This design comes from an exercise in tuning for small area on the open sky130 flow, not from production work.
Function was checked by simulation only, so behaviour that the tests miss may differ from the original.
No activity file was given, so power comes from the tool's default toggle rates. No driver is modelled on the clock port, so clocking that relies on it looks cheaper here than on a real chip.

==> flow/design.v <==
module bank_htu #(
  parameter int NUM_WAYS = 2
) (
  input  logic        clk_i,
  input  logic        rst_i,
  input  logic        wb_cyc_i,
  input  logic        wb_stb_i,
  input  logic        wb_we_i,
  input  logic [31:0] wb_adr_i,
  input  logic [31:0] wb_dat_i,
  output logic [31:0] wb_dat_o,
  output logic        wb_ack_o
);
  localparam int NL = 32;
  logic        ack_q;
  logic        pend_q;     
  logic [7:0]  res_q;      
  logic [21:0] tag_q   [NL];
  logic [2:0]  code_q  [NL];
  logic [NL-1:0] valid_q;
  logic [15:0] rr_q;
  logic [21:0] tag_in;
  logic [3:0]  set_idx;
  logic        half;
  logic [1:0]  op;
  logic        cmd_req;
  logic        cmd;
  assign tag_in  = wb_adr_i[31:10];
  assign set_idx = wb_adr_i[9:6];
  assign half    = wb_adr_i[5];
  assign op      = wb_dat_i[1:0];
  assign cmd_req = wb_cyc_i & wb_stb_i & ~ack_q;
  assign cmd     = cmd_req & wb_we_i;
  logic [15:0] set_oh;
  always_comb begin
    for (int s = 0; s < 16; s++) set_oh[s] = (set_idx == 4'(s));
  end
  logic [21:0] tag0, tag1;
  logic [2:0]  code0, code1;
  logic        v0, v1, rr;
  always_comb begin
    tag0  = '0; tag1  = '0;
    code0 = '0; code1 = '0;
    v0    = 1'b0; v1  = 1'b0;
    rr    = 1'b0;
    for (int s = 0; s < 16; s++) begin
      tag0  = tag0  | ({22{set_oh[s]}} & tag_q[2*s]);
      tag1  = tag1  | ({22{set_oh[s]}} & tag_q[2*s+1]);
      code0 = code0 | ({3{set_oh[s]}}  & code_q[2*s]);
      code1 = code1 | ({3{set_oh[s]}}  & code_q[2*s+1]);
      v0    = v0    | (set_oh[s] & valid_q[2*s]);
      v1    = v1    | (set_oh[s] & valid_q[2*s+1]);
      rr    = rr    | (set_oh[s] & rr_q[s]);
    end
  end
  function automatic logic [3:0] decode(input logic [2:0] c);
    logic v0, v1, d0, d1;
    v0 = c[2] | ~c[1];
    v1 = c[2] |  c[1];
    d0 = c[2] ? c[1] : (~c[1] & c[0]);
    d1 = c[2] ? c[0] : ( c[1] & c[0]);
    decode = {d1, v1, d0, v0};
  endfunction
  function automatic logic [3:0] hit_next(input logic [3:0] st, input logic [1:0] o,
                                          input logic h);
    logic v0, v1, d0, d1;
    v0 = st[0];
    d0 = st[1];
    v1 = st[2];
    d1 = st[3];
    case (o)
      2'd0: begin  
        if (h) v1 = 1'b1; else v0 = 1'b1;
      end
      2'd1: begin  
        if (h) begin v1 = 1'b1; d1 = 1'b1; end
        else   begin v0 = 1'b1; d0 = 1'b1; end
      end
      2'd2: begin  
        d0 = 1'b0; d1 = 1'b0;
      end
      default: begin  
        v0 = 1'b0; d0 = 1'b0;
        v1 = 1'b0; d1 = 1'b0;
      end
    endcase
    hit_next = {d1, v1, d0, v0};
  endfunction
  logic       hit0, hit1, hit, alloc, victim, way;
  logic [3:0] st0, st1, hn0, hn1, an, nst;
  logic       vdirty;
  assign st0 = decode(code0);
  assign st1 = decode(code1);
  assign hn0 = hit_next(st0, op, half);
  assign hn1 = hit_next(st1, op, half);
  assign an  = {half & op[0], half, ~half & op[0], ~half};
  assign hit0   = v0 & (tag0 == tag_in);
  assign hit1   = v1 & (tag1 == tag_in);
  assign hit    = hit0 | hit1;
  assign alloc  = ~op[1] & ~hit;
  assign victim = v0 & (~v1 | rr);
  assign way    = hit1 | (alloc & victim);
  assign vdirty = alloc & v0 & v1 & (rr ? (st1[3] | st1[1]) : (st0[3] | st0[1]));
  assign nst    = ({4{hit0}} & hn0) | ({4{hit1}} & hn1) | ({4{alloc}} & an);
  logic [7:0] res_d;
  assign res_d[0] = hit;
  assign res_d[1] = way;
  assign res_d[2] = alloc;
  assign res_d[3] = vdirty;
  assign res_d[5:4] = {nst[1], nst[0] & ~nst[1]};
  assign res_d[7:6] = {nst[3], nst[2] & ~nst[3]};
  always_ff @(posedge clk_i or posedge rst_i) begin
    if (rst_i) begin
      ack_q  <= 1'b0;
      pend_q <= 1'b0;
      res_q  <= '0;
    end
    else begin
      ack_q  <= cmd_req;
      pend_q <= cmd;
      if (cmd) res_q <= res_d;
    end
  end
  logic       w_touch, w_way;
  logic       w_v0, w_v1, w_d0, w_d1, w_valid;
  logic [2:0] w_code;
  assign w_touch = pend_q & (res_q[0] | res_q[2]);
  assign w_way   = res_q[1];
  assign w_d0    = res_q[5];
  assign w_v0    = res_q[5] | res_q[4];
  assign w_d1    = res_q[7];
  assign w_v1    = res_q[7] | res_q[6];
  assign w_valid = w_v0 | w_v1;             
  assign w_code[2] = w_v0 & w_v1;
  assign w_code[1] = (w_v0 & w_v1) ? w_d0 : w_v1;
  assign w_code[0] = w_v0 ? (w_v1 ? w_d1 : w_d0) : w_d1;
  logic [NL-1:0] we;
  logic [1:0]    wsel;
  assign wsel = {w_touch & w_way, w_touch & ~w_way};
  always_comb begin
    for (int l = 0; l < NL; l++) we[l] = set_oh[l/2] & wsel[l%2];
  end
  for (genvar l = 0; l < NL; l++) begin : g_line
    logic keep;
    assign keep = valid_q[l] & ~we[l];
    always_ff @(posedge clk_i) begin
      tag_q[l]  <= (tag_q[l]  & {22{keep}}) | (tag_in & {22{we[l]}});
      code_q[l] <= (code_q[l] & {3{keep}})  | (w_code & {3{we[l]}});
    end
  end
  always_ff @(posedge clk_i or posedge rst_i) begin
    if (rst_i) valid_q <= '0;
    else begin
      for (int l = 0; l < NL; l++) begin
        if (we[l]) valid_q[l] <= w_valid;
      end
    end
  end
  logic rr_adv;
  assign rr_adv = pend_q & res_q[2] & v0 & v1;
  always_ff @(posedge clk_i or posedge rst_i) begin
    if (rst_i) rr_q <= '0;
    else       rr_q <= rr_q ^ (set_oh & {16{rr_adv}});
  end
  assign wb_ack_o = ack_q;
  assign wb_dat_o = {23'd0, res_q[7:4], res_q[3], res_q[2], 1'b0, res_q[1], res_q[0]};
endmodule
export LEC_CHECK = 0
export CAP_MARGIN = 10
export CORE_MARGIN = 2
export CORE_UTILIZATION = 60
export GPL_TIMING_DRIVEN = 0
export PLACE_DENSITY = 0.72
export SETUP_SLACK_MARGIN = 0.08
export SLEW_MARGIN = 10
create_clock -name core_clock -period 5.0 [get_ports {clk_i}]
standard.sh (not shown) runs the stock make flow with config.mk's settings and CLKGATE_MAP_FILE= SYNTH_SCRIPT=/design/flow/synth_recipe.tcl, a recipe that flattens the netlist after the stock synthesis.
==> flow/flow/run.sh <==
#!/bin/bash
# Own flow: ORFS synthesis as synth_recipe.tcl runs it, but with an area-oriented
# abc script for the combinational logic (registers are mapped before abc, so
# they keep the standard synthesis's names and cells); then the standard
# layout from floorplan to finish, with larger clock-tree clusters, no CTS dummy
# loads, the largest plain buffers kept out of buffering and repair, and one
# tie cell for all the constant outputs.
set -euo pipefail
W=$PWD
export MY_ABC_SCRIPT=$W/flow/area.abc
make -C "$FLOW_HOME" DESIGN_CONFIG=$W/config.mk WORK_HOME=$W/orfs CLKGATE_MAP_FILE= \
  SYNTH_SCRIPT=$W/flow/synth.tcl synth > $W/synth.log 2>&1
export CTS_ARGS="-sink_clustering_enable -repair_clock_nets -buf_list sky130_fd_sc_hd__clkbuf_8 -sink_clustering_size 14 -sink_clustering_max_diameter 50 -dont_use_dummy_load"
# The platform's own don't-use list, plus the big buffers. On make's command
# line it replaces the platform's list, so that list is repeated here.
PLATFORM_DONT_USE="$(make -s -C "$FLOW_HOME" DESIGN_CONFIG=$W/config.mk WORK_HOME=$W/orfs print-DONT_USE_CELLS | sed -n 's/^DONT_USE_CELLS: //p')"
EXTRA_DONT_USE="sky130_fd_sc_hd__buf_6 sky130_fd_sc_hd__buf_8 sky130_fd_sc_hd__buf_12 sky130_fd_sc_hd__buf_16 sky130_fd_sc_hd__bufbuf_8 sky130_fd_sc_hd__bufbuf_16"
echo "DONT_USE_CELLS: $PLATFORM_DONT_USE $EXTRA_DONT_USE" > $W/dont_use.log
bash standard.sh "DONT_USE_CELLS=$PLATFORM_DONT_USE $EXTRA_DONT_USE" SKIP_REPAIR_TIE_FANOUT=1 finish > $W/layout.log 2>&1
==> flow/flow/area.abc <==
strash; &get -n; &st; &dch; &nf -R 1000; &put; strash; &get -n; &st; &dch; &nf -R 1000; &put; strash; &get -n; &st; &dch; &nf -R 1000; &put; strash; &get -n; &st; &dch; &nf -R 1000; &put
==> flow/flow/synth.tcl <==
# Same as synth_recipe.tcl, except that the final abc call runs flow/area.abc.
proc synth {args} { yosys synth -nofsm -noshare {*}$args }
proc abc {args} {
  set i [lsearch -exact $args -script]
  if {$i >= 0} { lset args [expr {$i + 1}] $::env(MY_ABC_SCRIPT) }
  yosys abc {*}$args
}
source $::env(SCRIPTS_DIR)/synth.tcl
# left out here: clear keep_hierarchy, flatten, clean up, hide names made inside functions, write 1_2_yosys.v
The starting point went through all stages and came out clean.
Then changed:
--- a/flow/flow/run.sh
+++ b/flow/flow/run.sh
@@ -5,4 +5,3 @@
 # layout from floorplan to finish, with larger clock-tree clusters, no CTS dummy
-# loads, the largest plain buffers kept out of buffering and repair, and one
-# tie cell for all the constant outputs.
+# loads, and the largest plain buffers kept out of buffering and repair.
 set -euo pipefail
@@ -12,3 +11,3 @@
   SYNTH_SCRIPT=$W/flow/synth.tcl synth > $W/synth.log 2>&1
-export CTS_ARGS="-sink_clustering_enable -repair_clock_nets -buf_list sky130_fd_sc_hd__clkbuf_8 -sink_clustering_size 14 -sink_clustering_max_diameter 50 -dont_use_dummy_load"
+export CTS_ARGS="-sink_clustering_enable -repair_clock_nets -buf_list sky130_fd_sc_hd__clkbuf_8 -sink_clustering_size 16 -sink_clustering_max_diameter 60 -dont_use_dummy_load"
 # The platform's own don't-use list, plus the big buffers. On make's command
@@ -18,2 +17,2 @@
 echo "DONT_USE_CELLS: $PLATFORM_DONT_USE $EXTRA_DONT_USE" > $W/dont_use.log
-bash standard.sh "DONT_USE_CELLS=$PLATFORM_DONT_USE $EXTRA_DONT_USE" SKIP_REPAIR_TIE_FANOUT=1 finish > $W/layout.log 2>&1
+bash standard.sh "DONT_USE_CELLS=$PLATFORM_DONT_USE $EXTRA_DONT_USE" finish > $W/layout.log 2>&1
Settings changed: CORE_UTILIZATION 60 to 62, PLACE_DENSITY 0.72 to 0.75, SETUP_SLACK_MARGIN 0.08 to 0.15.
=> Sequential share of layout area goes up by 0.30 points; total power goes down by 3.2%; global-route usage goes up by 0.71 points; setup slack improved by 37 ps; design area goes down by 0.58%.
Then changed:
==> flow/flow/run.sh (replaced) <==
#!/bin/bash
# Own flow: ORFS synthesis as synth_recipe.tcl runs it, but with an area-oriented
# abc script for the combinational logic (registers are mapped before abc, so
# they keep the standard synthesis's names and cells); then the standard
# layout from floorplan to finish, with clock tree synthesis told not to add
# dummy loads.
set -euo pipefail
W=$PWD
export MY_ABC_SCRIPT=$W/flow/area.abc
make -C "$FLOW_HOME" DESIGN_CONFIG=$W/config.mk WORK_HOME=$W/orfs CLKGATE_MAP_FILE= \
  SYNTH_SCRIPT=$W/flow/synth.tcl synth > $W/synth.log 2>&1
export CTS_ARGS="-sink_clustering_enable -repair_clock_nets -buf_list sky130_fd_sc_hd__clkbuf_16 -sink_clustering_size 30 -sink_clustering_max_diameter 100 -dont_use_dummy_load"
bash standard.sh finish > $W/layout.log 2>&1
Settings changed: CORE_UTILIZATION 62 to 40, PLACE_DENSITY 0.75 to not set.
Effect:
- The changed run went through all stages and came out clean
- die area came out higher by 54%
- routed wire length came out higher by 6.4%
- design area came out higher by 6.8%
- non-clock buffer count came out lower by 5
- sequential share of layout area came out lower by 3.3 points
- worst setup slack loses 120 ps
Then changed:
==> flow/flow/run.sh (replaced) <==
#!/bin/bash
# Own flow: ORFS synthesis as synth_recipe.tcl runs it, but with an area-oriented
# abc script for the combinational logic (registers are mapped before abc, so
# they keep the standard synthesis's names and cells); then the standard
# layout from floorplan to finish, with larger clock-tree clusters, no CTS dummy
# loads, and the larger plain buffers kept out of buffering and repair.
set -euo pipefail
W=$PWD
export MY_ABC_SCRIPT=$W/flow/area.abc
make -C "$FLOW_HOME" DESIGN_CONFIG=$W/config.mk WORK_HOME=$W/orfs CLKGATE_MAP_FILE= \
  SYNTH_SCRIPT=$W/flow/synth.tcl synth > $W/synth.log 2>&1
export CTS_ARGS="-sink_clustering_enable -repair_clock_nets -buf_list sky130_fd_sc_hd__clkbuf_8 -sink_clustering_size 16 -sink_clustering_max_diameter 60 -dont_use_dummy_load"
# The platform's own don't-use list, plus the big buffers. On make's command
# line it replaces the platform's list, so that list is repeated here.
PLATFORM_DONT_USE="$(make -s -C "$FLOW_HOME" DESIGN_CONFIG=$W/config.mk WORK_HOME=$W/orfs print-DONT_USE_CELLS | sed -n 's/^DONT_USE_CELLS: //p')"
EXTRA_DONT_USE="sky130_fd_sc_hd__buf_4 sky130_fd_sc_hd__buf_6 sky130_fd_sc_hd__buf_8 sky130_fd_sc_hd__buf_12 sky130_fd_sc_hd__buf_16 sky130_fd_sc_hd__bufbuf_8 sky130_fd_sc_hd__bufbuf_16"
echo "DONT_USE_CELLS: $PLATFORM_DONT_USE $EXTRA_DONT_USE" > $W/dont_use.log
bash standard.sh "DONT_USE_CELLS=$PLATFORM_DONT_USE $EXTRA_DONT_USE" finish > $W/layout.log 2>&1
Settings changed: CORE_UTILIZATION 40 to 55, PLACE_DENSITY set to 0.7.
Worst setup slack degrades by 41 ps.
Cell area fell by 6.1%.
Total power went down by 2.8%.

==> afterwards: timing with drivers on the ports <==
Ports are ideal in the flow. The routed layouts listed here were re-timed in OpenROAD. Step 1 (the two cells are an assumption about what drives the block):
set clk [get_ports {clk_i}]
set_driving_cell -lib_cell sky130_fd_sc_hd__clkbuf_16 $clk
set_driving_cell -lib_cell sky130_fd_sc_hd__buf_2 [delete_from_list [all_inputs] $clk]
Step 2, shift: input delay + t, output delay - t, t = (earliest + latest rising clock arrival at the registers) / 2. This alone moves slack from input paths to output paths. Three values: no drivers, after step 1, after step 2; two values: the first two.
| run | shift t [ns] | setup slack, ns | latest minus earliest clock arrival (ns) | slew at the worst register clock pin (ns) | pins driven straight from the clock port |
|---|---|---|---|---|---|
| the first run | 0.753 | 0.273 / 0.313 / -0.440 | 0.049 / 0.050 | 0.09 / 0.09 | 1 |
| the second run | 0.785 | 0.310 / 0.336 / -0.449 | 0.066 / 0.066 | 0.11 / 0.11 | 1 |
| the third run | 0.657 | 0.194 / 0.231 / -0.426 | 0.032 / 0.031 | 0.12 / 0.12 | 1 |
| the fourth run | 0.784 | 0.153 / 0.153 / -0.632 | 0.066 / 0.065 | 0.11 / 0.11 | 1 |
With both steps, setup timing fails in every run listed, where it was met with ideal ports. The setup slack of the fourth run, which loses most, moves by 0.000 ns with the drivers and by -0.785 ns with both steps.
